Background: an optimization exercise with open tools, aiming at small area, a short achievable clock period and few clock cycles per item. Do not read the settings as production practice. RTL that was checked went through simulation tests only; none was proved equivalent to the original. Power and IR drop assume default switching activity.

main:
## c_subset_tokenizer
module c_subset_tokenizer #(
  parameter int VALUE_BITS      = 32,
  parameter int KEYWORD_MAX_LEN = 6
) (
  input  logic        clk,
  input  logic        rst,
  input  logic        in_valid,
  output logic        in_stall,
  input  logic [7:0]  in_byte,
  input  logic        end_of_input,
  output logic        out_valid,
  input  logic        out_stall,
  output logic [5:0]  token_kind,
  output logic [31:0] token_value,
  output logic [2:0]  error_code,
  output logic [31:0] line_number,
  output logic        last_result
);
For scale: roughly 110 flip-flops, ~89 I/O pins.
export LEC_CHECK = 0
export ABC_AREA = 1
export ABC_CLOCK_PERIOD_IN_PS = 3000
export CAP_MARGIN = 20
export CORE_MARGIN = 2
export CORE_UTILIZATION = 45
export SETUP_SLACK_MARGIN = 4.5
export SLEW_MARGIN = 20
create_clock -name core_clock -period 7.5 [get_ports {clk}]
run.sh (not shown) runs the stock make flow with config.mk's settings and CLKGATE_MAP_FILE= SYNTH_SCRIPT=/design/flow/synth_recipe.tcl, a recipe that flattens the netlist after the stock synthesis.
main did not stop at any stage, and its layout met the timing, DRC and antenna checks.
Edits applied to the flow inputs when going from main to the feature branch:
-- flow/design.v --
<<< main, line 174
    end
  end
  logic [31:0] acc_next;
  assign acc_next = {data[30:0] + {data[28:0], 2'b00}, 1'b0} + {28'd0, b[3:0]};
  logic [2:0] kw_len_w;
  assign kw_len_w = kw_len(kww);
>>> the feature branch, line 174
    end
  end
  function automatic logic [27:0] add28(input logic [27:0] a, input logic [27:0] c,
                                        input logic cin);
    logic [31:0] g, p, gg, pp;
    g = {4'd0, a & c}; p = {4'd0, a ^ c};
    gg = g; pp = p;
    for (int l = 0; l < 5; l++)
      for (int i = (2 << l) - 1; i < 32; i = i + (2 << l)) begin
        gg[i] = gg[i] | (pp[i] & gg[i - (1 << l)]);
        pp[i] = pp[i] & pp[i - (1 << l)];
      end
    for (int l = 3; l >= 0; l--)
      for (int i = 3 * (1 << l) - 1; i < 32; i = i + (2 << l)) begin
        gg[i] = gg[i] | (pp[i] & gg[i - (1 << l)]);
        pp[i] = pp[i] & pp[i - (1 << l)];
      end
    add28 = p[27:0] ^ ({gg[26:0], 1'b0} | ({pp[26:0], 1'b1} & {28{cin}}));
  endfunction
  function automatic logic [31:0] inc32(input logic [31:0] a, input logic cin);
    logic [31:0] pp;
    pp = a;
    for (int l = 0; l < 5; l++)
      for (int i = (2 << l) - 1; i < 32; i = i + (2 << l))
        pp[i] = pp[i] & pp[i - (1 << l)];
    for (int l = 3; l >= 0; l--)
      for (int i = 3 * (1 << l) - 1; i < 32; i = i + (2 << l))
        pp[i] = pp[i] & pp[i - (1 << l)];
    inc32 = a ^ ({pp[30:0], 1'b1} & {32{cin}});
  endfunction
  logic [4:0]  acc_lo;
  logic [27:0] acc_hi;
  logic [31:0] acc_next;
  assign acc_lo   = {1'b0, data[0], 3'b000} + {1'b0, data[2:0], 1'b0} + {1'b0, b[3:0]};
  assign acc_hi   = add28(data[28:1], data[30:3], acc_lo[4]);
  assign acc_next = {acc_hi[27:0], acc_lo[3:0]};
  logic [2:0] kw_len_w;
  assign kw_len_w = kw_len(kww);
<<< main, line 315
        out_valid <= use_p || use_t;
        second <= !consume;
        line_count <= line_count + {31'd0, nl_pend};
        nl_pend <= consume && tail && line_inc;
      end else if (!out_stall) out_valid <= 1'b0;
>>> the feature branch, line 347
        out_valid <= use_p || use_t;
        second <= !consume;
        line_count <= inc32(line_count, nl_pend);
        nl_pend <= consume && tail && line_inc;
      end else if (!out_stall) out_valid <= 1'b0;
### Flow results
- Changes observed in the feature branch relative to main: clock buffer instance count of the final layout dropped 1; power density normalized to cell area lost 9.6%; final setup violation count was more or less identical; share of cell area taken by flip-flops and latches now sits higher; worst hold margin fell by 7.4 ps.
- Looking at clock insertion delay at the later pin of the skew report, the feature branch sits below main.
Testbench counts of the feature branch, summed over its fixed seeds: cycles 24,552, bytes 24,324.
Function not checked in main: the RTL went through the layout flow alone.

--- another note on this design; it stands on its own ---

// c_subset_tokenizer
module c_subset_tokenizer #(
  parameter int VALUE_BITS      = 32,
  parameter int KEYWORD_MAX_LEN = 6
) (
  input  logic        clk,
  input  logic        rst,
  input  logic        in_valid,
  output logic        in_stall,
  input  logic [7:0]  in_byte,
  input  logic        end_of_input,
  output logic        out_valid,
  input  logic        out_stall,
  output logic [5:0]  token_kind,
  output logic [31:0] token_value,
  output logic [2:0]  error_code,
  output logic [31:0] line_number,
  output logic        last_result
);
make LEC_CHECK=0 ABC_CLOCK_PERIOD_IN_PS=3500 CAP_MARGIN=20 CORE_MARGIN=2 CORE_UTILIZATION=45 SETUP_SLACK_MARGIN=4 SLEW_MARGIN=20 finish   # period 7.5 ns
run.sh (not shown) runs the stock make flow with config.mk's settings and CLKGATE_MAP_FILE= SYNTH_SCRIPT=/design/flow/synth_recipe.tcl, a recipe that flattens the netlist after the stock synthesis.
The baseline produced a clean layout.
Testbench counts at the start, summed over its fixed seeds: cycles 24,544, bytes 24,324.
Then changed:
--- a/flow/config.mk
+++ b/flow/config.mk
@@ -7,3 +7,3 @@
 export LEC_CHECK = 0
-export ABC_CLOCK_PERIOD_IN_PS = 3500
+export ABC_CLOCK_PERIOD_IN_PS = 4500
 export CAP_MARGIN = 20
@@ -11,3 +11,3 @@
 export CORE_UTILIZATION = 45
-export SETUP_SLACK_MARGIN = 4
+export SETUP_SLACK_MARGIN = 3
 export SLEW_MARGIN = 20
After rerunning: Combinational power drops by about a fifth; total power drops by a little under a tenth; via count drops by a few percent; sequential share of layout area climbs by 1.2 points; final area drops by a little under a tenth; clock-buffer cell count climbs by 2.

-- static timing again, ports no longer ideal --
No port has a modelled driver above. Below, the same layouts with a new extraction and two added sets of constraints. Step 1 sets driving cells, clkbuf_16 on the clock port and buf_2 on the other inputs (assumed; they add their load-dependent delay and slew). Step 2 moves the port delays by t, midway between the first and last clock arrival at a register: inputs arrive t later, outputs are due t later. That takes back most of the time a late clock gives input paths. a / b / c = ideal ports / drivers / drivers and shift; a / b = the first two.
| run | t (ns) | setup slack, ns | worst setup path at the end | slew at the worst register clock pin (ns) |
|---|---|---|---|---|
| main | 0.479 | 4.310 / 4.261 / 4.265 | input to register | 0.07 / 0.07 |
| the feature branch | 0.457 | 4.287 / 4.287 / 4.110 | input to register | 0.07 / 0.07 |
| the first run of note 2 | 0.393 | 2.368 / 2.322 / 2.714 | register to output | 0.07 / 0.07 |
| the second run of note 2 | 0.392 | 2.331 / 2.285 / 2.677 | register to output | 0.07 / 0.07 |
After both steps every run listed still meets setup and hold. For the feature branch, which loses most, drivers alone change the setup slack by 0.000 ns; drivers and shift together by -0.177 ns.
